This design comes from an exercise in tuning for small area on the open sky130 flow, not from production work.
The RTL was checked by simulation tests, not by an equivalence proof against the original design.
Power figures rest on the tool's default switching activity, not on a simulated workload.

### flow/config.mk
export PLATFORM = sky130hd
export DESIGN_NAME = des_core
export DESIGN_NICKNAME = des_core
export VERILOG_FILES = /design/flow/design.v
export SDC_FILE = /design/flow/constraint.sdc
export NUM_CORES = 4
export LEC_CHECK = 0
export ABC_AREA = 1
export CAP_MARGIN = 20
export CORE_MARGIN = 2
export CORE_UTILIZATION = 45
export GPL_TIMING_DRIVEN = 0
export SLEW_MARGIN = 20
### flow/constraint.sdc
create_clock -name core_clock -period 5.5 [get_ports {clk}]
set_input_delay 1.1000 -clock core_clock [delete_from_list [all_inputs] [get_ports {clk}]]
set_output_delay 1.1000 -clock core_clock [all_outputs]
set_load 0.01 [all_outputs]
### flow/design.v
`timescale 1ns/1ps
package des_pkg;
  typedef enum logic [1:0] {IDLE, ROUND, DONE} ctrl_state_e;
  typedef enum logic {MODE_ENC, MODE_DEC} des_mode_e;
  typedef logic [1:64]  block_t;
  typedef logic [1:32]   half_t;
  typedef logic [1:48] subkey_t;
  typedef logic [5-1:0] round_t;
  localparam logic [511:0] IP_TAB_P = {
    256'h3a322a221a120a023c342c241c140c043e362e261e160e064038302820181008,
    256'h39312921191109013b332b231b130b033d352d251d150d053f372f271f170f07};
  function automatic int IP_AT(input int i);
    IP_AT = IP_TAB_P[(64 - i) * 8 +: 8];
  endfunction
  localparam logic [511:0] FP_TAB_P = {
    256'h280830103818402027072f0f37173f1f26062e0e36163e1e25052d0d35153d1d,
    256'h24042c0c34143c1c23032b0b33133b1b22022a0a32123a1a2101290931113919};
  function automatic int FP_AT(input int i);
    FP_AT = FP_TAB_P[(64 - i) * 8 +: 8];
  endfunction
  localparam logic [383:0] E_TAB_P = {
    256'h20010203040504050607080908090a0b0c0d0c0d0e0f10111011121314151415,
    128'h1617181918191a1b1c1d1c1d1e1f2001};
  function automatic int E_AT(input int i);
    E_AT = E_TAB_P[(48 - i) * 8 +: 8];
  endfunction
  localparam logic [255:0] P_TAB_P = {
    256'h100714151d0c1c11010f171a05121f0a0208180e201b0309130d1e06160b0419};
  function automatic int P_AT(input int i);
    P_AT = P_TAB_P[(32 - i) * 8 +: 8];
  endfunction
  localparam logic [447:0] PC1_TAB_P = {
    256'h39312921191109013a322a221a120a023b332b231b130b033c342c243f372f27,
    192'h1f170f073e362e261e160e063d352d251d150d051c140c04};
  function automatic int PC1_AT(input int i);
    PC1_AT = PC1_TAB_P[(56 - i) * 8 +: 8];
  endfunction
  localparam logic [383:0] PC2_TAB_P = {
    256'h0e110b180105031c0f06150a17130c041a0810071b140d0229341f252f371e28,
    128'h332d21302c31273822352e2a32241d20};
  function automatic int PC2_AT(input int i);
    PC2_AT = PC2_TAB_P[(48 - i) * 8 +: 8];
  endfunction
  localparam logic [2047:0] SBOX_TAB_P = {
    256'he4d12fb83a6c59070f74e2d1a6cb953841e8d62bfc973a50fc8249175b3ea06d,
    256'hf18e6b34972dc05a3d47f28ec01a69b50e7ba4d158c6932fd8a13f42b67c05e9,
    256'ha09e63f51dc7b428d709346a285ecbf1d6498f30b12c5ae71ad069874fe3b52c,
    256'h7de3069a1285bc4fd8b56f03472c1ae9a690cb7df13e52843f06a1d8945bc72e,
    256'h2c417ab6853fd0e9eb2c47d150fa3986421bad78f9c5630eb8c71e2d6f09a453,
    256'hc1af92680d34e75baf427c9561de0b389ef528c3704a1db6432c95fabe17608d,
    256'h4b2ef08d3c975a61d0b7491ae35c2f8614bdc37eaf6805926bd814a7950fe23c,
    256'hd2846fb1a93e50c71fd8a374c56b0e927b419ce206adf35821e74a8dfc90356b};
  function automatic logic [3:0] SBOX_AT(input int box, input logic [5:0] idx);
    SBOX_AT = SBOX_TAB_P[(511 - ((box - 1) * 64 + idx)) * 4 +: 4];
  endfunction
  localparam logic [31:0] SHIFT_TAB_P = 32'b01_01_10_10_10_10_10_10_01_10_10_10_10_10_10_01;
  function automatic logic [1:0] SHIFT_AT(input int i);
    SHIFT_AT = SHIFT_TAB_P[(16 - i) * 2 +: 2];
  endfunction
endpackage
module des_sbox_step (k, x, s);
  input logic [2:0] k;
  input logic [5:0] x;
  output logic [3:0] s;
  logic _000_;
  logic _001_;
  logic _002_;
  logic _003_;
  logic _004_;
  logic _005_;
  logic _006_;
  logic _007_;
  logic _008_;
  logic _009_;
  logic _010_;
  logic _011_;
  logic _012_;
  logic _013_;
  logic _014_;
  logic _015_;
  logic _016_;
  logic _017_;
  logic _018_;
  logic _019_;
  logic _020_;
  logic _021_;
  logic _022_;
  logic _023_;
  logic _024_;
  logic _025_;
  logic _026_;
  logic _027_;
  logic _028_;
  logic _029_;
  logic _030_;
  logic _031_;
  logic _032_;
  logic _033_;
  logic _034_;
  logic _035_;
  logic _036_;
  logic _037_;
  logic _038_;
  logic _039_;
  logic _040_;
  logic _041_;
  logic _042_;
  logic _043_;
  logic _044_;
  logic _045_;
  logic _046_;
  logic _047_;
  logic _048_;
  logic _049_;
  logic _050_;
  logic _051_;
  logic _052_;
  logic _053_;
  logic _054_;
  logic _055_;
  logic _056_;
  logic _057_;
  logic _058_;
  logic _059_;
  logic _060_;
  logic _061_;
  logic _062_;
  logic _063_;
  logic _064_;
  logic _065_;
  logic _066_;
  logic _067_;
  logic _068_;
  logic _069_;
  logic _070_;
  logic _071_;
  logic _072_;
  logic _073_;
  logic _074_;
  logic _075_;
  logic _076_;
  logic _077_;
  logic _078_;
  logic _079_;
  logic _080_;
  logic _081_;
  logic _082_;
  logic _083_;
  logic _084_;
  logic _085_;
  logic _086_;
  logic _087_;
  logic _088_;
  logic _089_;
  logic _090_;
  logic _091_;
  logic _092_;
  logic _093_;
  logic _094_;
  logic _095_;
  logic _096_;
  logic _097_;
  logic _098_;
  logic _099_;
  logic _100_;
  logic _101_;
  logic _102_;
  logic _103_;
  logic _104_;
  logic _105_;
  logic _106_;
  logic _107_;
  logic _108_;
  logic _109_;
  logic _110_;
  logic _111_;
  logic _112_;
  logic _113_;
  logic _114_;
  logic _115_;
  logic _116_;
  logic _117_;
  logic _118_;
  logic _119_;
  logic _120_;
  logic _121_;
  logic _122_;
  logic _123_;
  logic _124_;
  logic _125_;
  logic _126_;
  logic _127_;
  logic _128_;
  logic _129_;
  logic _130_;
  logic _131_;
  logic _132_;
  logic _133_;
  logic _134_;
  logic _135_;
  logic _136_;
  logic _137_;
  logic _138_;
  logic _139_;
  logic _140_;
  logic _141_;
  logic _142_;
  logic _143_;
  logic _144_;
  logic _145_;
  logic _146_;
  logic _147_;
  logic _148_;
  logic _149_;
  logic _150_;
  logic _151_;
  logic _152_;
  logic _153_;
  logic _154_;
  logic _155_;
  logic _156_;
  logic _157_;
  logic _158_;
  logic _159_;
  logic _160_;
  logic _161_;
  logic _162_;
  logic _163_;
  logic _164_;
  logic _165_;
  logic _166_;
  logic _167_;
  logic _168_;
  logic _169_;
  logic _170_;
  logic _171_;
  logic _172_;
  logic _173_;
  logic _174_;
  logic _175_;
  logic _176_;
  logic _177_;
  logic _178_;
  logic _179_;
  logic _180_;
  logic _181_;
  logic _182_;
  logic _183_;
  logic _184_;
  logic _185_;
  logic _186_;
  logic _187_;
  logic _188_;
  logic _189_;
  logic _190_;
  logic _191_;
  logic _192_;
  logic _193_;
  logic _194_;
  logic _195_;
  logic _196_;
  logic _197_;
  logic _198_;
  logic _199_;
  logic _200_;
  logic _201_;
  logic _202_;
  logic _203_;
  logic _204_;
  logic _205_;
  logic _206_;
  logic _207_;
  logic _208_;
  logic _209_;
  logic _210_;
  logic _211_;
  logic _212_;
  logic _213_;
  logic _214_;
  logic _215_;
  logic _216_;
  logic _217_;
  logic _218_;
  logic _219_;
  logic _220_;
  logic _221_;
  logic _222_;
  logic _223_;
  logic _224_;
  logic _225_;
  logic _226_;
  logic _227_;
  logic _228_;
  logic _229_;
  logic _230_;
  logic _231_;
  logic _232_;
  logic _233_;
  logic _234_;
  logic _235_;
  logic _236_;
  logic _237_;
  logic _238_;
  logic _239_;
  logic _240_;
  logic _241_;
  logic _242_;
  logic _243_;
  logic _244_;
  logic _245_;
  logic _246_;
  logic _247_;
  logic _248_;
  logic _249_;
  logic _250_;
  logic _251_;
  logic _252_;
  logic _253_;
  logic _254_;
  logic _255_;
  logic _256_;
  logic _257_;
  logic _258_;
  logic _259_;
  logic _260_;
  logic _261_;
  logic _262_;
  logic _263_;
  logic _264_;
  logic _265_;
  logic _266_;
  logic _267_;
  logic _268_;
  logic _269_;
  logic _270_;
  logic _271_;
  logic _272_;
  logic _273_;
  logic _274_;
  logic _275_;
  logic _276_;
  logic _277_;
  logic _278_;
  logic _279_;
  logic _280_;
  logic _281_;
  logic _282_;
  logic _283_;
  logic _284_;
  logic _285_;
  logic _286_;
  logic _287_;
  logic _288_;
  logic _289_;
  logic _290_;
  logic _291_;
  logic _292_;
  logic _293_;
  logic _294_;
  logic _295_;
  logic _296_;
  logic _297_;
  logic _298_;
  logic _299_;
  logic _300_;
  logic _301_;
  logic _302_;
  logic _303_;
  logic _304_;
  logic _305_;
  logic _306_;
  logic _307_;
  logic _308_;
  logic _309_;
  logic _310_;
  logic _311_;
  logic _312_;
  logic _313_;
  logic _314_;
  logic _315_;
  logic _316_;
  logic _317_;
  logic _318_;
  logic _319_;
  logic _320_;
  logic _321_;
  logic _322_;
  logic _323_;
  logic _324_;
  logic _325_;
  logic _326_;
  logic _327_;
  logic _328_;
  logic _329_;
  logic _330_;
  logic _331_;
  logic _332_;
  logic _333_;
  logic _334_;
  logic _335_;
  logic _336_;
  logic _337_;
  logic _338_;
  logic _339_;
  logic _340_;
  logic _341_;
  logic _342_;
  logic _343_;
  logic _344_;
  logic _345_;
  logic _346_;
  logic _347_;
  logic _348_;
  logic _349_;
  logic _350_;
  logic _351_;
  logic _352_;
  logic _353_;
  logic _354_;
  logic _355_;
  logic _356_;
  logic _357_;
  logic _358_;
  logic _359_;
  logic _360_;
  logic _361_;
  logic _362_;
  logic _363_;
  logic _364_;
  logic _365_;
  logic _366_;
  logic _367_;
  logic _368_;
  logic _369_;
  logic _370_;
  logic _371_;
  logic _372_;
  logic _373_;
  logic _374_;
  logic _375_;
  logic _376_;
  logic _377_;
  logic _378_;
  logic _379_;
  logic _380_;
  logic _381_;
  logic _382_;
  logic _383_;
  logic _384_;
  logic _385_;
  logic _386_;
  logic _387_;
  logic _388_;
  logic _389_;
  logic _390_;
  logic _391_;
  logic _392_;
  logic _393_;
  logic _394_;
  logic _395_;
  logic _396_;
  logic _397_;
  logic _398_;
  logic _399_;
  logic _400_;
  logic _401_;
  logic _402_;
  logic _403_;
  logic _404_;
  logic _405_;
  logic _406_;
  logic _407_;
  logic _408_;
  logic _409_;
  logic _410_;
  logic _411_;
  logic _412_;
  logic _413_;
  logic _414_;
  logic _415_;
  logic _416_;
  logic _417_;
  logic _418_;
  logic _419_;
  logic _420_;
  logic _421_;
  logic _422_;
  logic _423_;
  assign _040_ = (~(k[1]));
  assign _051_ = (~(k[2]));
  assign _062_ = (~(x[4]));
  assign _073_ = (~(x[2])&~(x[0]));
  assign _084_ = (~(x[2]));
  assign _095_ = (~(x[0])&~(x[1]));
  assign _106_ = (~(x[0]));
  assign _117_ = (~(x[1]));
  assign _127_ = (~(_106_)&~(_117_));
  assign _138_ = (~(_095_)&~(_127_));
  assign _149_ = (~(_084_)&~(_138_));
  assign _160_ = (~(x[3])&~(_149_));
  assign _171_ = (~(_160_));
  assign _182_ = (~(_073_)&~(_171_));
  assign _193_ = (~(_182_));
  assign _204_ = (~(x[2])&~(_106_));
  assign _215_ = (~(x[3]));
  assign _225_ = (~(_084_)&~(_095_));
  assign _236_ = (~(_215_)&~(_225_));
  assign _247_ = (~(_236_));
  assign _258_ = (~(_204_)&~(_247_));
  assign _269_ = (~(x[2])&~(_117_));
  assign _280_ = (~(_215_)&~(_138_));
  assign _291_ = (~(_280_));
  assign _301_ = (~(_269_)&~(_291_));
  assign _312_ = (~(_258_)&~(_301_));
  assign _323_ = (~(_193_)&~(_062_)) | (~(_312_)&~(_062_));
  assign _334_ = (~(_084_)&~(_106_));
  assign _345_ = (~(_334_));
  assign _356_ = (~(_215_)&~(_345_));
  assign _367_ = (~(x[1])&~(_084_));
  assign _369_ = (~(x[0])&~(_084_));
  assign _370_ = (~(_367_)&~(_369_));
  assign _371_ = (~(x[3])&~(_370_));
  assign _372_ = (~(_371_));
  assign _373_ = (~(x[3])&~(_367_));
  assign _374_ = (~(_369_)&~(_204_));
  assign _375_ = (~(_374_));
  assign _376_ = (~(_375_)) | (~(_373_));
  assign _377_ = (~(_372_)) | (~(_376_));
  assign _378_ = (~(_084_)&~(_095_)) | (~(_377_));
  assign _379_ = (~(_127_));
  assign _380_ = (~(_084_)&~(_215_)) | (~(_117_)&~(_215_));
  assign _381_ = (~(_379_)) | (~(_380_));
  assign _382_ = (~(_378_)) | (~(_062_)) | (~(_381_));
  assign _383_ = (~(_356_)&~(_382_)) | (~(x[5]));
  assign _384_ = (~(k[0]));
  assign _385_ = (~(_095_));
  assign _386_ = (~(_385_)) | (~(_084_));
  assign _387_ = (~(_386_)) | (~(x[3]));
  assign _388_ = (~(_387_)&~(_149_));
  assign _389_ = (~(_367_)&~(_334_));
  assign _390_ = (~(_269_)) | (~(_106_));
  assign _391_ = (~(_389_)) | (~(_390_));
  assign _392_ = (~(_391_));
  assign _393_ = (~(x[3])&~(_392_));
  assign _394_ = (~(_388_)&~(_393_)) | (~(x[4]));
  assign _395_ = (~(x[0])&~(_117_));
  assign _396_ = (~(x[2])&~(_395_)) | (~(_215_));
  assign _397_ = (~(x[1])&~(_106_));
  assign _398_ = (~(_215_)&~(_397_));
  assign _399_ = (~(_369_)&~(_269_));
  assign _400_ = (~(_399_)) | (~(_398_));
  assign _401_ = (~(_400_)&~(x[5])) | (~(_062_)&~(x[5])) | (~(_396_)&~(x[5]));
  assign _402_ = (~(_394_)&~(_384_)) | (~(_401_)&~(_384_));
  assign _403_ = (~(_383_)&~(_323_)) | (~(_402_));
  assign _404_ = (~(_193_)&~(_062_)) | (~(_381_)&~(_062_));
  assign _405_ = (~(_395_));
  assign _406_ = (~(_381_)) | (~(_062_));
  assign _407_ = (~(_373_)&~(_406_)) | (~(_405_)&~(_406_));
  assign _408_ = (~(_407_)&~(_404_)) | (~(x[5]));
  assign _409_ = (~(_149_));
  assign _410_ = (~(_409_)) | (~(_390_));
  assign _411_ = (~(_410_));
  assign _412_ = (~(_138_));
  assign _413_ = (~(_073_)&~(_412_));
  assign _414_ = (~(_413_)&~(_062_)) | (~(x[3])&~(_062_));
  assign _415_ = (~(x[3])&~(_411_)) | (~(_414_));
  assign _416_ = (~(_373_));
  assign _417_ = (~(_269_)&~(_416_));
  assign _418_ = (~(_417_));
  assign _419_ = (~(_418_)) | (~(_062_));
  assign _420_ = (~(_236_)&~(_280_)&~(_419_));
  assign _421_ = (~(x[5])&~(_420_));
  assign _422_ = (~(_421_)&~(k[0])) | (~(_415_)&~(k[0]));
  assign _423_ = (~(_408_)&~(_051_)) | (~(_422_)&~(_051_));
  assign _000_ = (~(x[5]));
  assign _001_ = (~(_399_)) | (~(_215_));
  assign _002_ = (~(_312_)&~(_062_)) | (~(_001_)&~(_062_));
  assign _003_ = (~(_127_)&~(_386_));
  assign _004_ = (~(_334_)&~(_003_));
  assign _005_ = (~(x[3])&~(_004_));
  assign _006_ = (~(x[4])&~(_005_));
  assign _007_ = (~(_312_)&~(_002_)) | (~(_006_)&~(_002_));
  assign _008_ = (~(_367_)&~(_269_));
  assign _009_ = (~(_008_));
  assign _010_ = (~(_380_));
  assign _011_ = (~(_084_)&~(_379_));
  assign _012_ = (~(_010_)&~(_011_));
  assign _013_ = (~(x[3])&~(_117_));
  assign _014_ = (~(_013_)&~(_399_));
  assign _015_ = (~(_014_));
  assign _016_ = (~(_015_)) | (~(_001_));
  assign _017_ = (~(_016_)) | (~(_062_));
  assign _018_ = (~(_062_)&~(_009_)&~(_012_)) | (~(_000_)) | (~(_017_));
  assign _019_ = (~(_000_)&~(_007_)) | (~(_384_)) | (~(_018_));
  assign _020_ = (~(_398_));
  assign _021_ = (~(_020_)&~(_391_)) | (~(_193_));
  assign _022_ = (~(_073_)&~(_416_));
  assign _023_ = (~(_370_));
  assign _024_ = (~(x[2])&~(_138_));
  assign _025_ = (~(_023_)&~(_024_));
  assign _026_ = (~(_215_)&~(_025_));
  assign _027_ = (~(_022_)&~(_026_)) | (~(_062_));
  assign _028_ = (~(_062_)&~(_280_)&~(_021_)) | (~(x[5])) | (~(_027_));
  assign _029_ = (~(_376_)) | (~(_062_));
  assign _030_ = (~(_215_)&~(_369_));
  assign _031_ = (~(_030_));
  assign _032_ = (~(_031_)&~(_412_));
  assign _033_ = (~(_062_)&~(_032_));
  assign _034_ = (~(_033_)&~(x[5])) | (~(_396_)&~(x[5]));
  assign _035_ = (~(_026_)&~(_029_)) | (~(_034_));
  assign _036_ = (~(_028_)) | (~(k[0])) | (~(_035_));
  assign _037_ = (~(_036_)&~(_403_)) | (~(_036_)&~(_423_)) | (~(_051_)&~(_403_)) | (~(_019_)&~(_403_)) | (~(_051_)&~(_423_)) | (~(_019_)&~(_423_));
  assign _038_ = (~(_127_)&~(_386_)) | (~(_030_));
  assign _039_ = (~(_020_)&~(_009_));
  assign _041_ = (~(x[4])&~(_039_));
  assign _042_ = (~(_041_)) | (~(_038_));
  assign _043_ = (~(_371_)&~(_042_));
  assign _044_ = (~(_084_)&~(_397_));
  assign _045_ = (~(_044_));
  assign _046_ = (~(_008_)&~(_062_)) | (~(x[3])&~(_062_));
  assign _047_ = (~(_046_));
  assign _048_ = (~(x[2])&~(_127_));
  assign _049_ = (~(_062_)&~(_048_));
  assign _050_ = (~(_049_));
  assign _052_ = (~(x[3])&~(_095_));
  assign _053_ = (~(_375_)) | (~(x[3]));
  assign _054_ = (~(_127_)&~(_053_));
  assign _055_ = (~(_045_)&~(_047_)&~(_054_)) | (~(_045_)&~(_050_)&~(_054_)) | (~(_052_)&~(_047_)&~(_054_)) | (~(_052_)&~(_050_)&~(_054_));
  assign _056_ = (~(_003_)&~(_149_));
  assign _057_ = (~(_215_)&~(_056_));
  assign _058_ = (~(_062_)&~(_417_));
  assign _059_ = (~(_058_));
  assign _060_ = (~(_052_));
  assign _061_ = (~(_060_)&~(_023_));
  assign _063_ = (~(_061_));
  assign _064_ = (~(_204_));
  assign _065_ = (~(x[1])&~(_215_));
  assign _066_ = (~(_064_)&~(x[4])) | (~(_065_)&~(x[4]));
  assign _067_ = (~(_063_)&~(x[5])) | (~(_066_)&~(x[5]));
  assign _068_ = (~(_149_)&~(_057_)&~(_059_)) | (~(_067_));
  assign _069_ = (~(_000_)&~(_055_)&~(_043_)) | (~(_384_)) | (~(_068_));
  assign _070_ = (~(x[3])&~(_003_));
  assign _071_ = (~(_024_));
  assign _072_ = (~(_071_)) | (~(x[3]));
  assign _074_ = (~(_225_)&~(_072_)) | (~(_062_));
  assign _075_ = (~(_400_)) | (~(_385_));
  assign _076_ = (~(_075_)&~(_377_)) | (~(x[4]));
  assign _077_ = (~(_070_)&~(_074_)) | (~(_076_));
  assign _078_ = (~(x[3])&~(_048_));
  assign _079_ = (~(_078_));
  assign _080_ = (~(_011_)&~(_079_));
  assign _081_ = (~(_215_)&~(_392_));
  assign _082_ = (~(x[4])&~(_081_)&~(_080_));
  assign _083_ = (~(_013_));
  assign _085_ = (~(_060_)&~(_011_));
  assign _086_ = (~(_149_)&~(_085_)) | (~(_083_)&~(_085_));
  assign _087_ = (~(_062_)&~(_086_));
  assign _088_ = (~(_087_)&~(_082_)) | (~(_000_));
  assign _089_ = (~(_000_)&~(_077_)) | (~(k[0])) | (~(_088_));
  assign _090_ = (~(_069_)) | (~(_089_)) | (~(_051_));
  assign _091_ = (~(_062_)&~(_081_));
  assign _092_ = (~(x[3])&~(_367_)&~(_138_)) | (~(_091_));
  assign _093_ = (~(_367_));
  assign _094_ = (~(_138_)&~(_215_)) | (~(_093_)&~(_215_));
  assign _096_ = (~(_083_)&~(_374_));
  assign _097_ = (~(_096_)&~(_094_)) | (~(_062_));
  assign _098_ = (~(_004_)) | (~(x[3]));
  assign _099_ = (~(_193_)) | (~(x[4])) | (~(_098_));
  assign _100_ = (~(_409_)) | (~(_070_));
  assign _101_ = (~(_030_)&~(x[4])) | (~(_064_)&~(x[4]));
  assign _102_ = (~(_100_)) | (~(_101_));
  assign _103_ = (~(_099_)&~(k[0])) | (~(_102_)&~(k[0]));
  assign _104_ = (~(k[0])&~(x[5])&~(_103_)) | (~(_092_)&~(x[5])&~(_103_)) | (~(_097_)&~(x[5])&~(_103_));
  assign _105_ = (~(x[1])&~(_374_));
  assign _107_ = (~(_044_)&~(_105_)) | (~(_215_));
  assign _108_ = (~(x[4])&~(_057_));
  assign _109_ = (~(_108_)) | (~(_107_));
  assign _110_ = (~(x[4])&~(_091_)) | (~(x[4])&~(_416_)) | (~(_105_)&~(_091_)) | (~(_105_)&~(_416_));
  assign _111_ = (~(_334_)&~(_060_));
  assign _112_ = (~(x[3])&~(_111_)) | (~(_108_));
  assign _113_ = (~(_071_)&~(_215_)) | (~(_093_)&~(_215_));
  assign _114_ = (~(_113_));
  assign _115_ = (~(_062_)&~(_111_));
  assign _116_ = (~(_114_)&~(k[0])) | (~(_115_)&~(k[0]));
  assign _118_ = (~(_110_)&~(_116_)) | (~(_110_)&~(_112_)) | (~(_109_)&~(_116_)) | (~(k[0])&~(_116_)) | (~(_109_)&~(_112_)) | (~(k[0])&~(_112_));
  assign _119_ = (~(_000_)&~(_118_)) | (~(k[2]));
  assign _120_ = (~(_119_)&~(_104_)) | (~(_040_)) | (~(_090_));
  assign s[2] = (~(_040_)&~(_037_)) | (~(_120_));
  assign _121_ = (~(_054_));
  assign _122_ = (~(_062_)&~(_022_));
  assign _123_ = (~(_121_)) | (~(_418_)) | (~(_122_));
  assign _124_ = ((x[4])&(x[5])&(_123_)) | ((_039_)&(x[5])&(_123_)) | ((_420_)&(x[5])&(_123_));
  assign _125_ = (~(_374_)&~(_042_)) | (~(_160_)&~(_042_));
  assign _126_ = (~(_011_));
  assign _128_ = (~(_105_));
  assign _129_ = (~(_128_)&~(_215_)) | (~(_126_)&~(_215_));
  assign _130_ = (~(_129_));
  assign _131_ = (~(_128_)) | (~(_126_)) | (~(_215_));
  assign _132_ = (~(x[4])&~(_125_)) | (~(_130_)&~(_125_)) | (~(_131_)&~(_125_));
  assign _133_ = (~(x[5])&~(_132_)) | (~(_384_));
  assign _134_ = (~(_204_)&~(_171_)) | (~(_038_));
  assign _135_ = ((_062_)&~(_134_)) | (~(_062_)&(_134_));
  assign _136_ = (~(_413_)&~(_062_)&~(_371_)&~(_081_)) | (~(_215_)&~(_062_)&~(_371_)&~(_081_));
  assign _137_ = (~(_269_)&~(_149_));
  assign _139_ = (~(_215_)&~(_137_));
  assign _140_ = (~(_139_));
  assign _141_ = (~(_269_));
  assign _142_ = (~(_160_)) | (~(_141_));
  assign _143_ = (~(_140_)) | (~(_142_));
  assign _144_ = (~(_143_));
  assign _145_ = (~(x[4])&~(_144_)) | (~(x[5]));
  assign _146_ = (~(_136_)&~(_145_)) | (~(x[5])&~(_135_));
  assign _147_ = (~(_146_)&~(_040_)) | (~(k[0])&~(_040_));
  assign _148_ = (~(_124_)&~(_133_)) | (~(_147_));
  assign _150_ = (~(_411_)) | (~(_030_));
  assign _151_ = (~(_150_)&~(x[4])) | (~(_131_)&~(x[4]));
  assign _152_ = (~(_225_)&~(_024_));
  assign _153_ = (~(x[1])&~(_152_)) | (~(x[3])&~(_152_));
  assign _154_ = (~(_062_)&~(_032_)&~(_153_));
  assign _155_ = (~(_101_));
  assign _156_ = (~(_117_)&~(_064_));
  assign _157_ = (~(_060_)&~(_156_));
  assign _158_ = (~(_280_)&~(_157_));
  assign _159_ = (~(_129_)&~(_059_)) | (~(_155_)&~(_158_)) | (~(_384_));
  assign _161_ = (~(_384_)&~(_154_)&~(_151_)) | (~(x[5])) | (~(_159_));
  assign _162_ = (~(_070_));
  assign _163_ = (~(_044_)&~(_162_));
  assign _164_ = (~(_236_)&~(_163_));
  assign _165_ = (~(x[4])&~(_164_));
  assign _166_ = (~(_291_)) | (~(x[4])) | (~(_247_));
  assign _167_ = (~(_385_)&~(_166_)) | (~(_371_)&~(_166_));
  assign _168_ = (~(_167_)&~(_165_)) | (~(k[0]));
  assign _169_ = (~(_397_));
  assign _170_ = (~(x[4])&~(_032_));
  assign _172_ = (~(_170_));
  assign _173_ = (~(_169_)&~(_172_)) | (~(_008_)&~(_172_)) | (~(_015_)&~(_172_));
  assign _174_ = (~(x[1])&~(_053_)) | (~(x[4]));
  assign _175_ = (~(_160_)&~(_174_));
  assign _176_ = (~(_175_)&~(_173_)) | (~(_384_));
  assign _177_ = (~(_168_)) | (~(_000_)) | (~(_176_));
  assign _178_ = (~(_161_)) | (~(_177_)) | (~(_040_));
  assign _179_ = (~(_062_)&~(_026_));
  assign _180_ = (~(_179_)) | (~(_142_));
  assign _181_ = (~(_215_)&~(_172_)) | (~(_412_)&~(_172_));
  assign _183_ = (~(_181_));
  assign _184_ = (~(_008_)) | (~(_062_));
  assign _185_ = (~(_062_)&~(_158_)) | (~(_356_)&~(_184_));
  assign _186_ = (~(x[5])&~(_185_)) | (~(k[0]));
  assign _187_ = (~(x[5])&~(_186_)) | (~(_180_)&~(_186_)) | (~(_183_)&~(_186_));
  assign _188_ = (~(_204_)&~(_171_)) | (~(_010_)&~(_395_));
  assign _189_ = (~(x[4])&~(_043_)) | (~(_188_)&~(_043_));
  assign _190_ = (~(_107_)) | (~(_062_)) | (~(_053_));
  assign _191_ = (~(_062_)&~(_039_));
  assign _192_ = (~(_016_)) | (~(_045_));
  assign _194_ = (~(_192_)) | (~(_191_));
  assign _195_ = (~(_194_)&~(_000_)) | (~(_190_)&~(_000_));
  assign _196_ = (~(_189_)&~(k[0])&~(_195_)) | (~(_000_)&~(k[0])&~(_195_));
  assign _197_ = (~(_187_)&~(_196_)) | (~(k[1]));
  assign _198_ = (~(_060_)&~(_375_));
  assign _199_ = (~(_198_)&~(_057_));
  assign _200_ = (~(_386_)) | (~(_215_));
  assign _201_ = (~(_369_)&~(_200_)) | (~(_062_));
  assign _202_ = (~(_062_)&~(_199_)) | (~(_139_)&~(_201_)) | (~(x[5]));
  assign _203_ = (~(_215_)&~(_410_));
  assign _205_ = (~(x[4])&~(_203_));
  assign _206_ = (~(x[3])&~(_056_)) | (~(_205_));
  assign _207_ = (~(_379_)&~(_062_)) | (~(_052_)&~(_062_));
  assign _208_ = (~(_207_));
  assign _209_ = (~(_301_)&~(_208_)) | (~(_000_)) | (~(_206_));
  assign _210_ = (~(_209_)) | (~(k[0])) | (~(_202_));
  assign _211_ = (~(_152_)) | (~(_215_));
  assign _212_ = (~(_211_));
  assign _213_ = (~(_156_)&~(_031_));
  assign _214_ = (~(_334_)&~(_079_));
  assign _216_ = (~(_213_)&~(_214_)) | (~(_062_));
  assign _217_ = (~(_062_)&~(_213_)&~(_212_)) | (~(x[5])) | (~(_216_));
  assign _218_ = (~(_215_)&~(_073_));
  assign _219_ = (~(_218_)) | (~(x[1]));
  assign _220_ = (~(_200_)) | (~(x[4])) | (~(_219_));
  assign _221_ = (~(x[4])&~(_269_)&~(_065_)) | (~(_000_)) | (~(_220_));
  assign _222_ = (~(_217_)&~(k[1])) | (~(_384_)&~(k[1])) | (~(_221_)&~(k[1]));
  assign _223_ = (~(_210_)&~(_051_)) | (~(_222_)&~(_051_));
  assign s[1] = (~(_148_)&~(_197_)) | (~(_148_)&~(_223_)) | (~(_051_)&~(_197_)) | (~(_178_)&~(_197_)) | (~(_051_)&~(_223_)) | (~(_178_)&~(_223_));
  assign _224_ = (~(_215_)&~(_008_));
  assign _226_ = (~(_224_)&~(_212_)) | (~(_062_));
  assign _227_ = (~(_226_));
  assign _228_ = (~(_062_)&~(_003_)&~(_301_));
  assign _229_ = (~(_228_)&~(_227_)) | (~(x[5]));
  assign _230_ = (~(_138_)&~(x[3])) | (~(_093_)&~(x[3]));
  assign _231_ = (~(_230_));
  assign _232_ = (~(_010_)&~(_075_)) | (~(_231_));
  assign _233_ = (~(_232_)&~(x[5])) | (~(x[4])&~(x[5]));
  assign _234_ = (~(_226_)&~(k[0])) | (~(_233_)&~(k[0]));
  assign _235_ = (~(_229_)) | (~(_234_));
  assign _237_ = (~(_100_)) | (~(_046_));
  assign _238_ = (~(_301_)&~(_237_));
  assign _239_ = (~(_238_)&~(_181_)) | (~(_000_));
  assign _240_ = (~(_367_)&~(_156_));
  assign _241_ = (~(_240_)&~(_062_)) | (~(_215_)&~(_062_));
  assign _242_ = (~(_241_));
  assign _243_ = (~(_079_)) | (~(_062_));
  assign _244_ = (~(_129_)&~(_242_)) | (~(_388_)&~(_243_)) | (~(x[5]));
  assign _245_ = (~(_239_)) | (~(k[0])) | (~(_244_));
  assign _246_ = (~(_235_)) | (~(k[1])) | (~(_245_));
  assign _248_ = (~(x[3])&~(_413_));
  assign _249_ = (~(_123_)&~(_248_)) | (~(_047_)&~(_248_));
  assign _250_ = (~(_093_)&~(x[4])&~(_182_)) | (~(_398_)&~(x[4])&~(_182_));
  assign _251_ = (~(_152_)&~(_200_)) | (~(_179_));
  assign _252_ = (~(_379_)&~(_061_)) | (~(_224_)&~(_061_));
  assign _253_ = (~(_252_));
  assign _254_ = (~(x[4])&~(_253_)) | (~(_000_)) | (~(_251_));
  assign _255_ = (~(_000_)&~(_250_)&~(_249_)) | (~(k[0])) | (~(_254_));
  assign _256_ = (~(_215_)&~(_166_)) | (~(_413_)&~(_166_));
  assign _257_ = (~(_015_)&~(x[4])) | (~(_169_)&~(x[4]));
  assign _259_ = (~(x[4])&~(_012_));
  assign _260_ = (~(_160_)) | (~(_405_));
  assign _261_ = (~(_259_)) | (~(_260_));
  assign _262_ = (~(x[3])&~(_137_));
  assign _263_ = (~(_062_)&~(_388_)&~(_262_)) | (~(_000_)) | (~(_261_));
  assign _264_ = (~(_000_)&~(_257_)&~(_256_)) | (~(_384_)) | (~(_263_));
  assign _265_ = (~(_255_)&~(_051_)) | (~(_040_)&~(_051_)) | (~(_264_)&~(_051_));
  assign _266_ = (~(_389_));
  assign _267_ = (~(x[3])&~(_242_)) | (~(_266_)&~(_242_));
  assign _268_ = (~(_048_)&~(_011_)) | (~(_083_));
  assign _270_ = (~(_268_)) | (~(_062_));
  assign _271_ = (~(_214_)&~(_270_)) | (~(_009_)&~(_270_));
  assign _272_ = (~(_020_)&~(_391_));
  assign _273_ = (~(_375_)&~(_171_)) | (~(_181_));
  assign _274_ = (~(_062_)&~(_272_)&~(_080_)) | (~(_000_)) | (~(_273_));
  assign _275_ = (~(_000_)&~(_267_)&~(_271_)) | (~(k[0])) | (~(_274_));
  assign _276_ = (~(_117_)&~(_143_)) | (~(_066_));
  assign _277_ = (~(_100_)&~(_000_)) | (~(_046_)&~(_000_)) | (~(_219_)&~(_000_));
  assign _278_ = (~(x[2])&~(_127_)) | (~(_160_));
  assign _279_ = (~(_278_)&~(x[4])) | (~(_387_)&~(x[4]));
  assign _281_ = (~(_381_)&~(_279_)) | (~(_122_)&~(_279_));
  assign _282_ = (~(_000_)&~(_276_)) | (~(_000_)&~(_277_)) | (~(_281_)&~(_276_)) | (~(_281_)&~(_277_));
  assign _283_ = (~(_282_)) | (~(_384_));
  assign _284_ = (~(_283_)) | (~(_275_)) | (~(_040_));
  assign _285_ = (~(_006_)) | (~(_045_)) | (~(_128_));
  assign _286_ = (~(_057_)) | (~(x[4]));
  assign _287_ = (~(_285_)&~(_000_)) | (~(_286_)&~(_000_)) | (~(_100_)&~(_000_));
  assign _288_ = (~(_062_)&~(_262_)&~(_203_));
  assign _289_ = (~(_149_)&~(_419_)) | (~(_000_));
  assign _290_ = (~(_289_)&~(_288_)) | (~(k[0]));
  assign _292_ = (~(_376_)&~(_021_)) | (~(_376_)&~(_062_)) | (~(_091_)&~(_021_)) | (~(_091_)&~(_062_));
  assign _293_ = (~(_292_)) | (~(x[5]));
  assign _294_ = (~(x[1])&~(_198_)) | (~(_218_)&~(_198_));
  assign _295_ = (~(_294_)&~(x[5])) | (~(_191_)&~(x[5]));
  assign _296_ = (~(x[4])&~(_199_)) | (~(_295_));
  assign _297_ = (~(_293_)&~(_040_)) | (~(_384_)&~(_040_)) | (~(_296_)&~(_040_));
  assign _298_ = (~(_287_)&~(_290_)) | (~(_297_));
  assign s[0] = (~(_298_)&~(_246_)) | (~(_298_)&~(_265_)) | (~(_051_)&~(_246_)) | (~(_284_)&~(_246_)) | (~(_051_)&~(_265_)) | (~(_284_)&~(_265_));
  assign _299_ = (~(_157_));
  assign _300_ = (~(_000_)&~(_248_));
  assign _302_ = (~(_000_)&~(_300_)) | (~(_299_)&~(_300_));
  assign _303_ = (~(x[3])&~(_062_)&~(_302_)) | (~(_025_)&~(_062_)&~(_302_));
  assign _304_ = (~(x[4])&~(_000_)&~(_272_)&~(_377_));
  assign _305_ = (~(x[5])&~(_054_)&~(_158_)&~(_172_));
  assign _306_ = (~(_384_)&~(_304_)&~(_305_)&~(_303_));
  assign _307_ = (~(_266_)&~(_162_));
  assign _308_ = (~(_138_)&~(_144_)) | (~(_299_));
  assign _309_ = (~(x[4])&~(_308_)) | (~(_047_)&~(_307_));
  assign _310_ = (~(_374_)&~(_083_)) | (~(_072_));
  assign _311_ = (~(_378_)&~(x[4])) | (~(_378_)&~(_310_)) | (~(_259_)&~(x[4])) | (~(_259_)&~(_310_));
  assign _313_ = (~(_000_)&~(_311_)) | (~(_384_));
  assign _314_ = (~(_309_)&~(_313_)) | (~(_000_)&~(_313_));
  assign _315_ = (~(_306_)&~(_314_)) | (~(_040_));
  assign _316_ = (~(_058_)&~(_122_)) | (~(_114_));
  assign _317_ = (~(_065_)&~(_155_)&~(_307_)) | (~(_000_)) | (~(_316_));
  assign _318_ = (~(x[3])&~(_141_)) | (~(_108_));
  assign _319_ = (~(_121_)&~(_000_)) | (~(_033_)&~(_000_)) | (~(_231_)&~(_000_));
  assign _320_ = (~(_319_)&~(_384_)) | (~(_318_)&~(_384_));
  assign _321_ = (~(_157_)&~(_258_));
  assign _322_ = (~(_370_)) | (~(_062_));
  assign _324_ = (~(_321_)&~(x[5])) | (~(_322_)&~(x[5]));
  assign _325_ = (~(_321_)&~(_322_)) | (~(_324_));
  assign _326_ = (~(_215_)&~(_367_)&~(_156_)) | (~(_062_));
  assign _327_ = (~(_326_)&~(_163_)) | (~(_208_)&~(_113_));
  assign _328_ = (~(_327_)&~(k[0])) | (~(x[5])&~(k[0]));
  assign _329_ = (~(_328_)&~(_320_)&~(_040_)) | (~(_328_)&~(_317_)&~(_040_)) | (~(_325_)&~(_320_)&~(_040_)) | (~(_325_)&~(_317_)&~(_040_));
  assign _330_ = (~(k[2])&~(_329_));
  assign _331_ = (~(_098_));
  assign _332_ = (~(_005_)&~(_331_)) | (~(_062_));
  assign _333_ = (~(_056_)) | (~(x[3]));
  assign _335_ = (~(_333_)) | (~(_058_));
  assign _336_ = (~(_332_)) | (~(_000_)) | (~(_335_));
  assign _337_ = (~(_280_)&~(_085_)) | (~(_345_)&~(_085_));
  assign _338_ = (~(_337_)&~(_000_)) | (~(_050_)&~(_000_));
  assign _339_ = (~(_050_)&~(_337_)) | (~(_338_));
  assign _340_ = (~(_336_)) | (~(_384_)) | (~(_339_));
  assign _341_ = (~(x[3])&~(_025_));
  assign _342_ = (~(x[4])&~(_057_)&~(_341_));
  assign _343_ = (~(_062_)&~(_253_)) | (~(x[5]));
  assign _344_ = (~(_006_)) | (~(_333_));
  assign _346_ = (~(_062_)&~(_272_)&~(_341_)) | (~(_000_)) | (~(_344_));
  assign _347_ = (~(_342_)&~(_343_)) | (~(k[0])) | (~(_346_));
  assign _348_ = (~(_347_)) | (~(k[1])) | (~(_340_));
  assign _349_ = (~(_371_)&~(_011_)&~(_174_));
  assign _350_ = (~(_334_)&~(_020_)) | (~(_260_));
  assign _351_ = (~(x[4])&~(_350_)) | (~(_000_));
  assign _352_ = (~(_373_)&~(x[4])&~(_113_)) | (~(_071_)&~(x[4])&~(_113_));
  assign _353_ = (~(_215_)&~(_240_));
  assign _354_ = (~(_353_));
  assign _355_ = (~(_354_)&~(_062_)) | (~(_396_)&~(_062_));
  assign _357_ = (~(_000_)&~(_352_)&~(_355_)) | (~(_349_)&~(_351_));
  assign _358_ = (~(_357_)) | (~(k[0]));
  assign _359_ = (~(_230_)&~(_074_));
  assign _360_ = (~(_241_)&~(_359_)) | (~(_354_)&~(_359_));
  assign _361_ = (~(_191_)) | (~(_372_)) | (~(_376_));
  assign _362_ = (~(_375_)&~(_412_)) | (~(_291_));
  assign _363_ = (~(x[4])&~(_362_)) | (~(_361_));
  assign _364_ = (~(_363_)&~(k[0])) | (~(x[5])&~(k[0]));
  assign _365_ = (~(x[5])&~(_360_)) | (~(_364_));
  assign _366_ = (~(_358_)) | (~(_365_));
  assign _368_ = (~(_366_)&~(_051_)) | (~(_040_)&~(_051_));
  assign s[3] = (~(_348_)&~(_315_)) | (~(_348_)&~(_330_)) | (~(_368_)&~(_315_)) | (~(_368_)&~(_330_));
endmodule
`timescale 1ns/1ps
module des_core (
  input  logic            clk,
  input  logic            rst,
  input  logic            start,
  input  logic            decrypt,
  input  des_pkg::block_t block_in,
  input  des_pkg::block_t key_in,
  output logic            busy,
  output logic            done,
  output des_pkg::block_t block_out
);
  logic [63:0] d_q;       
  logic [1:56] cd_q;      
  logic        xc_q, xd_q;
  logic [7:0]  cnt_q;     
  logic [4:0]  rnd_q;     
  logic        dec_q;
  logic [5:0]  x_q;       
  logic        load, step, last, bmode, sh0, sh1, apply;
  logic [7:0]  th;
  logic [2:0]  k;
  logic [5:0]  e_bits, k_bits;
  logic [3:0]  s;
  logic [63:0] d_ld;
  logic [1:56] cd_ld;
  assign load = start & ~busy;
  assign step = (cnt_q[7:3] == 5'b11000);
  assign k    = cnt_q[2:0];
  assign last = step & (k == 3'd7);
  assign sh0 = dec_q & (rnd_q[3:0] == 4'd0);
  assign sh1 = (rnd_q[3:0] == 4'd1) | (rnd_q[3:0] == 4'd8) | (rnd_q[3:0] == 4'd15) |
               (~dec_q & (rnd_q[3:0] == 4'd0));
  always_comb begin
    if (!dec_q) th = sh1 ? 8'd105 : 8'd134;
    else if (sh0) th = 8'd76;
    else th = sh1 ? 8'd47 : 8'd18;
  end
  assign bmode = ~(cnt_q[7] & cnt_q[6]) & (cnt_q >= th);
  always_comb begin
    case (k)
      3'd0: begin e_bits = {d_q[36], d_q[35], d_q[42], d_q[46], d_q[56], d_q[51]};
             k_bits = {cd_q[14], cd_q[17], cd_q[11], cd_q[24], cd_q[1], cd_q[5]}; end
      3'd1: begin e_bits = {d_q[36], d_q[52], d_q[42], d_q[1], d_q[56], d_q[51]};
             k_bits = {cd_q[29], cd_q[39], cd_q[50], cd_q[44], cd_q[32], cd_q[47]}; end
      3'd2: begin e_bits = {d_q[52], d_q[7], d_q[42], d_q[1], d_q[45], d_q[51]};
             k_bits = {cd_q[21], cd_q[17], cd_q[10], cd_q[2], cd_q[24], cd_q[6]}; end
      3'd3: begin e_bits = {d_q[52], d_q[7], d_q[3], d_q[10], d_q[48], d_q[47]};
             k_bits = {cd_q[43], cd_q[39], cd_q[47], cd_q[33], cd_q[54], cd_q[29]}; end
      3'd4: begin e_bits = {d_q[6], d_q[12], d_q[57], d_q[10], d_q[48], d_q[0]};
             k_bits = {cd_q[37], cd_q[48], cd_q[55], cd_q[33], cd_q[43], cd_q[51]}; end
      3'd5: begin e_bits = {d_q[12], d_q[7], d_q[9], d_q[59], d_q[0], d_q[19]};
             k_bits = {cd_q[26], cd_q[23], cd_q[10], cd_q[1], cd_q[16], cd_q[5]}; end
      3'd6: begin e_bits = {d_q[12], d_q[7], d_q[57], d_q[10], d_q[0], d_q[19]};
             k_bits = {cd_q[38], cd_q[43], cd_q[33], cd_q[50], cd_q[56], cd_q[47]}; end
      3'd7: begin e_bits = {d_q[1], d_q[7], d_q[9], d_q[13], d_q[18], d_q[24]};
             k_bits = {cd_q[9], cd_q[28], cd_q[20], cd_q[13], cd_q[6], cd_q[23]}; end
      default: begin e_bits = 6'd0; k_bits = 6'd0; end
    endcase
  end
  assign apply = (step & (k != 3'd0)) | (cnt_q == 8'd0);
  des_sbox_step u_sbox (.k(k), .x(x_q), .s(s));
  assign d_ld = {block_in[59], block_in[15], block_in[13], block_in[61], block_in[31], block_in[45], block_in[43], block_in[33], block_in[23], block_in[3], block_in[17], block_in[5], block_in[25], block_in[47], block_in[11], block_in[29], block_in[63], block_in[41], block_in[19], block_in[1], block_in[27], block_in[49], block_in[53], block_in[39], block_in[9], block_in[21], block_in[35], block_in[7], block_in[57], block_in[51], block_in[55], block_in[37], block_in[60], block_in[16], block_in[14], block_in[62], block_in[32], block_in[46], block_in[44], block_in[34], block_in[24], block_in[4], block_in[18], block_in[6], block_in[26], block_in[48], block_in[12], block_in[30], block_in[64], block_in[42], block_in[20], block_in[2], block_in[28], block_in[50], block_in[54], block_in[40], block_in[10], block_in[22], block_in[36], block_in[8], block_in[58], block_in[52], block_in[56], block_in[38]};
  assign cd_ld = {key_in[57], key_in[49], key_in[41], key_in[33], key_in[25], key_in[17], key_in[9], key_in[1], key_in[58], key_in[50], key_in[42], key_in[34], key_in[26], key_in[18], key_in[10], key_in[2], key_in[59], key_in[51], key_in[43], key_in[35], key_in[27], key_in[19], key_in[11], key_in[3], key_in[60], key_in[52], key_in[44], key_in[36], key_in[63], key_in[55], key_in[47], key_in[39], key_in[31], key_in[23], key_in[15], key_in[7], key_in[62], key_in[54], key_in[46], key_in[38], key_in[30], key_in[22], key_in[14], key_in[6], key_in[61], key_in[53], key_in[45], key_in[37], key_in[29], key_in[21], key_in[13], key_in[5], key_in[28], key_in[20], key_in[12], key_in[4]};
  always_ff @(posedge clk) begin
    xc_q <= cd_q[1];
    xd_q <= cd_q[29];
    if (load) begin
      d_q  <= d_ld;
      cd_q <= cd_ld;
    end else begin
      d_q  <= {d_q[59:0], d_q[63:60]} ^ {24'd0, s & {4{apply}}, 36'd0};
      cd_q <= {cd_q[2:28], bmode ? xc_q : cd_q[1], cd_q[30:56], bmode ? xd_q : cd_q[29]};
    end
  end
  always_ff @(posedge clk) begin
    x_q <= e_bits ^ k_bits;
  end
  always_ff @(posedge clk) begin
    if (load) begin
      cnt_q <= 8'd48;
      rnd_q <= '0;
      dec_q <= decrypt;
    end else begin
      cnt_q <= last ? 8'd0 : cnt_q + 8'd1;
      if (last) rnd_q <= rnd_q + 5'd1;
    end
  end
  always_ff @(posedge clk) begin
    if (rst) begin
      busy <= 1'b0;
      done <= 1'b0;
    end else begin
      done <= busy & rnd_q[4];
      if (load) busy <= 1'b1;
      else if (rnd_q[4]) busy <= 1'b0;
    end
  end
  assign block_out = {d_q[16], d_q[48], d_q[26], d_q[58], d_q[24], d_q[56], d_q[8], d_q[40], d_q[11], d_q[43], d_q[21], d_q[53], d_q[33], d_q[1], d_q[34], d_q[2], d_q[25], d_q[57], d_q[17], d_q[49], d_q[10], d_q[42], d_q[27], d_q[59], d_q[23], d_q[55], d_q[15], d_q[47], d_q[20], d_q[52], d_q[31], d_q[63], d_q[28], d_q[60], d_q[9], d_q[41], d_q[4], d_q[36], d_q[12], d_q[44], d_q[18], d_q[50], d_q[29], d_q[61], d_q[30], d_q[62], d_q[22], d_q[54], d_q[14], d_q[46], d_q[6], d_q[38], d_q[13], d_q[45], d_q[5], d_q[37], d_q[7], d_q[39], d_q[35], d_q[3], d_q[32], d_q[0], d_q[19], d_q[51]};
endmodule
### flow/flow/run.sh
#!/bin/bash
# Layout flow: the standard synthesis (standard.sh synth), then the
# logic between the flip-flops re-mapped by ABC for area (the flip-flops
# are kept as they are), then the rest of the standard ORFS flow, with
# port buffers of the smallest buffer cell.  Each tool logs to its own file.
set -euo pipefail
F=$PWD
R=$F/orfs/results/$FLOW_PLATFORM/des_core/base
LIB=$FLOW_HOME/platforms/$FLOW_PLATFORM/lib/sky130_fd_sc_hd__tt_025C_1v80.lib
DONTUSE=""
for c in $(sed -n '/^export DONT_USE_CELLS/,/^$/p' $FLOW_HOME/platforms/$FLOW_PLATFORM/config.mk | tr -d '\\' | grep -o 'sky130_fd_sc_hd__[A-Za-z0-9_]*'); do
  DONTUSE="$DONTUSE -dont_use $c"
done
bash standard.sh synth > std_synth.log 2>&1
cp $R/1_2_yosys.v std_netlist.v
python3 flow/mkcomb.py $LIB > comb_cells.v 2> mkcomb.log
sed -e "s#@LIB@#$LIB#g" -e "s#@TOP@#$FLOW_TOP#g" -e "s#@ABCSCRIPT@#$F/flow/area.abc#g" \
    -e "s#@DONTUSE@#$DONTUSE#g" flow/resynth.ys.in > resynth.ys
yosys -s resynth.ys > resynth.log 2>&1
python3 flow/checkregs.py std_netlist.v new_netlist.v > checkregs.log 2>&1
cp new_netlist.v $R/1_2_yosys.v
rm -f $R/1_synth.odb $R/1_synth.sdc
bash standard.sh "BUFFER_PORTS_ARGS=-buffer_cell sky130_fd_sc_hd__buf_1" \
  "CTS_ARGS=-sink_clustering_enable -repair_clock_nets -dont_use_dummy_load -buf_list sky130_fd_sc_hd__clkbuf_8 -root_buf sky130_fd_sc_hd__clkbuf_8" \
  finish > std_finish.log 2>&1
### flow/flow/area.abc
strash
&get -n
&deepsyn -T 90
&put
dch -f
map -a
strash
dch -f
map -a
### flow/flow/checkregs.py
#!/usr/bin/env python3
# Compare the flip-flop instances (name, cell type) of two netlists.
import re, sys
def regs(path):
    src = open(path).read()
    r = {}
    for m in re.finditer(r'^\s*(sky130_fd_sc_hd__\w*df\w*)\s+(\\\S+|\w+)\s*\(', src, re.M):
        r[m.group(2)] = m.group(1)
    return r
a, b = regs(sys.argv[1]), regs(sys.argv[2])
print("registers:", len(a), len(b))
if a != b:
    for k in sorted(set(a) | set(b)):
        if a.get(k) != b.get(k): print("differ:", k, a.get(k), b.get(k))
    sys.exit(1)
print("same registers")
### flow/flow/mkcomb.py
#!/usr/bin/env python3
# Write a Yosys techmap library giving each combinational sky130hd cell its
# liberty function, so the standard netlist's logic can be re-optimised while
# its flip-flop instances stay as they are.
import re, sys
lib = open(sys.argv[1]).read()
cells = re.split(r'\n\s*cell\s*\(\s*"?', lib)[1:]
out = []
for c in cells:
    name = re.match(r'(\w+)', c).group(1)
    if re.search(r'\b(ff|latch|statetable)\s*\(', c):
        continue
    pins = re.findall(r'pin\s*\(\s*"?(\w+)"?\s*\)\s*\{(.*?)\n\s{8}\}', c, re.S)
    ins, outs = [], []
    for pn, body in pins:
        d = re.search(r'direction\s*:\s*"?(\w+)', body)
        if not d: continue
        if d.group(1) == 'input': ins.append(pn)
        elif d.group(1) == 'output':
            f = re.search(r'function\s*:\s*"([^"]*)"', body)
            if not f: break
            outs.append((pn, f.group(1)))
    else:
        if not outs: continue
        def conv(f):
            f = f.replace('!', '~').replace('+', '|').replace('*', '&')
            f = re.sub(r'(?<=[\w\)])\s+(?=[\w~\(])', ' & ', f)
            f = re.sub(r"\b1\b", "1'b1", f) if f.strip() in ('1',) else f
            f = re.sub(r"^\s*0\s*$", "1'b0", f)
            return f
        ports = ins + [o for o, _ in outs]
        out.append("module %s(%s);" % (name, ", ".join(ports)))
        for i in ins: out.append("  input %s;" % i)
        for o, f in outs:
            out.append("  output %s;" % o)
            out.append("  assign %s = %s;" % (o, conv(f)))
        out.append("endmodule")
print("\n".join(out))
### flow/flow/resynth.ys.in
# Re-map the combinational logic of the standard synthesis for area.
# Flip-flops stay the same instances (names, cell types); only the logic
# between them is rebuilt.
read_liberty -lib @LIB@
read_verilog std_netlist.v
hierarchy -top @TOP@
techmap -map comb_cells.v
opt -purge
techmap
opt -fast -purge
abc -liberty @LIB@ -script @ABCSCRIPT@ @DONTUSE@
setundef -zero
hilomap -singleton -hicell sky130_fd_sc_hd__conb_1 HI -locell sky130_fd_sc_hd__conb_1 LO
splitnets
opt_clean -purge
insbuf -buf sky130_fd_sc_hd__buf_4 A X
check -assert
stat -liberty @LIB@
write_verilog -noattr -noexpr -nohex -nodec new_netlist.v
### flow/standard.sh
#!/bin/bash
# synth_recipe.tcl (not shown) runs the flow's synth.tcl, then flattens the netlist and writes it again
# the make line also repeats each setting of config.mk as NAME=value (left out here)
make -C /OpenROAD-flow-scripts/flow DESIGN_CONFIG=/design/flow/config.mk WORK_HOME=/design/flow/orfs CLKGATE_MAP_FILE= SYNTH_SCRIPT=/design/flow/synth_recipe.tcl "${@:-finish}"
==> impl_summary.txt <==
----------------------------------------------------
[Status]
  Outcome ... no timing/DRC/antenna violations

[Layout]
  Post-route insts no fill ... 1528
  Share of cells above drive strength 1 ... 0.0183
  Number of fillers in the final layout ... 1588
  Finished Cell Area ... 8470 um^2
  Area growth syn-to-layout ... 17.9%
  Multi-input combinational cell area ... 3840 um^2
  Total area of sequential cells ... 2900 um^2
  Net count of the finished layout ... 1446
  Antenna diode count ... 0
  Fraction of the core area covered by cells at the end of the flow ... 0.537

[Power]
  Comb power frac ... 0.582
  Switching part of the total power ... 0.547
  Static leakage ... 3.50 nW
  Sequential Power Share ... 0.289
  Internal power component ... 2.23 mW
  Maximum VDD drop ... 237 uV
  Switching power of the nets ... 2.69 mW
  Part of the power in the clock network ... 0.129
  PwrDens ... 581 nW/um^2

[Yosys]
  Synthesized netlist cell count ... 1104
  Number of warning messages in the yosys log ... 1
  Synthesized netlist net count ... 1236
  Netlist Area Pre-Place ... 7190 um^2
  Average instance area after synthesis ... 6.51 um^2

[Route]
  DRT iter0 DRCs ... 905
  DRC ... 0
  Total routed wirelength ... 30800 um
  Detailed-route via count ... 8760
  Pre-Repair DR Iteration Count ... 6
  Number of nets with antenna violations after detailed routing ... 0
  Wire per inst ... 20.2 um
  Via-per-instance ratio ... 5.73

[Die]
  Standard-cell rows ... 46
  Die outline height ... 130 um
  Horizontal die dimension ... 130 um
  Initial core utilization ... 0.456
  Area of the die ... 17000 um^2
  CORE AREA ... 15800 um^2
  Top-level port count ... 198

[Timing]
  Slew @ Worst Pin ... 0.987 ns
  Total negative slack for setup checks ... 0 ns
  Relative slew margins ... 0.338
  Period minus WS final ... 4.79 ns
  Worst slack on hold paths ... 0.400 ns
  RSZ-0062 raised after global routing ... no
  F_max ... 0.209 GHz
  Count of endpoints failing setup in the final report ... 0
  Max Clock Skew ... 0.0349 ns
  Share of the clock period used by the worst path after layout ... 0.870
  Max-slew violations ... 0
  Endpoints failing hold ... 0

[Critical path]
  Launch instance of the worst register-to-register path ... x_q[3]$_DFF_P_
  Worst reg-to-reg setup slack ... 0.71 ns
  Crit path arrival time ... 5.10 ns
  Kind of capture point of the worst setup path ... flip-flop
  Largest fanout on the critical path ... 24
  Reg2reg path depth ... 14
  Critical Path Start Type ... flip-flop
  CP Data Required Time ... 5.81 ns
  Launch point of the critical path ... x_q[3]$_DFF_P_
  Capture point of the worst reg-to-reg path ... d_q[37]$_DFF_P_
  Critical path class ... reg2reg
  Critical path capture point ... d_q[37]$_DFF_P_

[Clock tree]
  Number of buffers inserted by hold repair at cts ... 0
  Max H-tree Level ... 4
  Clock sink count ... 144
  Insertion delay to the later sink of the worst-skew pair ... 0.46 ns
  Postcts setup bufs ... 0
  Clock slew seen by the registers of the worst setup and hold paths ... 0.08 ns
  TritonCTS buffer count ... 17
  TritonCTS clock tree ... yes
  Clock tree buffer depth ... 2
  Buffer type at the clock tree root ... clkbuf_8
  Post-CTS sizing ... 0

[Global route]
  GRT Util Overall ... 0.361
  Via count of the first global-routing pass ... 8148
  Global-route congestion overflow total ... 0
  Antenna violations before repair ... 0
  Largest net degree at the start of global routing ... 141
  Global-route wire length before repair ... 45500 um

[Placed design]
  RePlAce Congestion ... 1.03
  Final HPWL DP ... 23200 um
  I/O Buffers ... 189
  Area post-placement ... 8240 um^2
  Number of placed instances, taps included ... 1511

[Hold path]
  Cells on Worst Hold Path ... 2
  Class of the tightest hold or removal check ... reg2reg

[Flow run]
  Max Cap Viol ... 0

----------------------------------------------------
-- flip-flops by register name (all words and copies together), names as in the netlist --
| signal | cells |
|---|---|
| cd_q | 56 |
| x_q | 6 |
| xc_q | 1 |
| rnd_q | 5 |
| d_q | 64 |
| cnt_q | 8 |
| busy | 1 |
| done | 1 |
| dec_q | 1 |
| xd_q | 1 |
-- through the flow --
step,setup WS (ns),power [mW]
after global placement,-1.42,4.24
final,0.715,4.92
after CTS,0.245,4.77
after global routing,0.580,5.14
after detailed placement,0.232,4.13
after floorplan,0.326,3.05
-- how the worst min path moves through the flow --
stage,endpoint,from,slack [ns]
after floorplan,xd_q$_DFF_P_,cd_q[29]$_DFF_P_,0.35
after global placement,xc_q$_DFF_P_,cd_q[1]$_DFF_P_,0.37
after detailed placement,xc_q$_DFF_P_,cd_q[1]$_DFF_P_,0.37
after CTS,xc_q$_DFF_P_,cd_q[1]$_DFF_P_,0.40
after global routing,xc_q$_DFF_P_,cd_q[1]$_DFF_P_,0.40
final,cd_q[30]$_DFF_P_,cd_q[31]$_DFF_P_,0.40
-- worst max-delay path: stages, from the launching register on --
cell and delay (ns):
dfxtp_2 0.71, clkinvlp_4 0.62, nor2_1 0.51, clkinv_1 0.19
nor2_1 0.63, clkinv_1 0.31, nor2_1 0.16, clkinv_1 0.28
nand3_1 0.21, o311ai_0 0.24, a32o_1 0.36, nand3_1 0.08
nand3_1 0.12, xor2_1 0.14, a21oi_1 0.08
-- layout by cell type, fill, tap and decap left out, drive strengths merged, types with 2 or more instances in the layout --
cell type / n
nand2: 354
o311ai: 6
a311oi: 2
a21oi: 77
xnor2: 2
a31oi: 14
buf: 191
a22oi: 19
a41oi: 2
xor2: 9
o2111ai: 6
a32o: 4
clkbuf: 17
a2111oi: 2
a211oi: 5
o32ai: 3
nand4: 7
a221oi: 3
nand3: 23
nor3: 22
clkinv: 125
o211ai: 9
nor2: 176
dfxtp: 143
o221ai: 3
nor4: 4
o22ai: 17
o31ai: 2
o21ai: 61
-- per-layer routing --
| metal | track usage | routed length (um) |
|---|---|---|
| met5 | 0 | 0 |
| met4 | 0.222 | 2080 |
| met3 | 0.0763 | 2830 |
| met2 | 0.569 | 13800 |
| met1 | 0.454 | 12200 |
-- area by class of cell --
| class | instances | share of cell area |
|---|---|---|
| multi-input cells | 834 | 0.453 |
| flip-flops and latches | 144 | 0.342 |
| repair buffers | 191 | 0.0893 |
| inverters | 126 | 0.0568 |
| well taps | 216 | 0.0319 |
| clock buffers | 17 | 0.0276 |
-- power groups by stage --
stage	combinational [mW]	clock [mW]	sequential (mW)
6_report	2.87	0.635	1.42
5_1_grt	3.03	0.673	1.44
4_1_cts	2.72	0.644	1.41
3_5_place_dp	2.70	0	1.43
3_3_place_gp	2.77	0	1.47
2_1_floorplan	1.65	0	1.41

re-timing with driven ports:
The flow's constraints put no driver on any port. The routed layout listed below was extracted and timed again, unchanged, in two steps.
Step 1 sets driving cells, clkbuf_16 on the clock port and buf_2 on the other inputs (assumed; they add their load-dependent delay and slew).
Step 2 moves the port delays by t, midway between the first and last clock arrival at a register: inputs arrive t later, outputs are due t later. That takes back most of the time a late clock gives input paths.
Slacks: ideal / step 1 / step 2; pairs: ideal / step 1.
t, ns: 0.484
setup WS [ns]: 0.715 / 0.715 / 0.715
worst setup path after step 2: register to register
slew at the worst register clock pin (ns): 0.10 / 0.10
After both steps setup and hold are still met in this run. For this run, drivers alone change the setup slack by 0.000 ns; drivers and shift together by 0.000 ns.
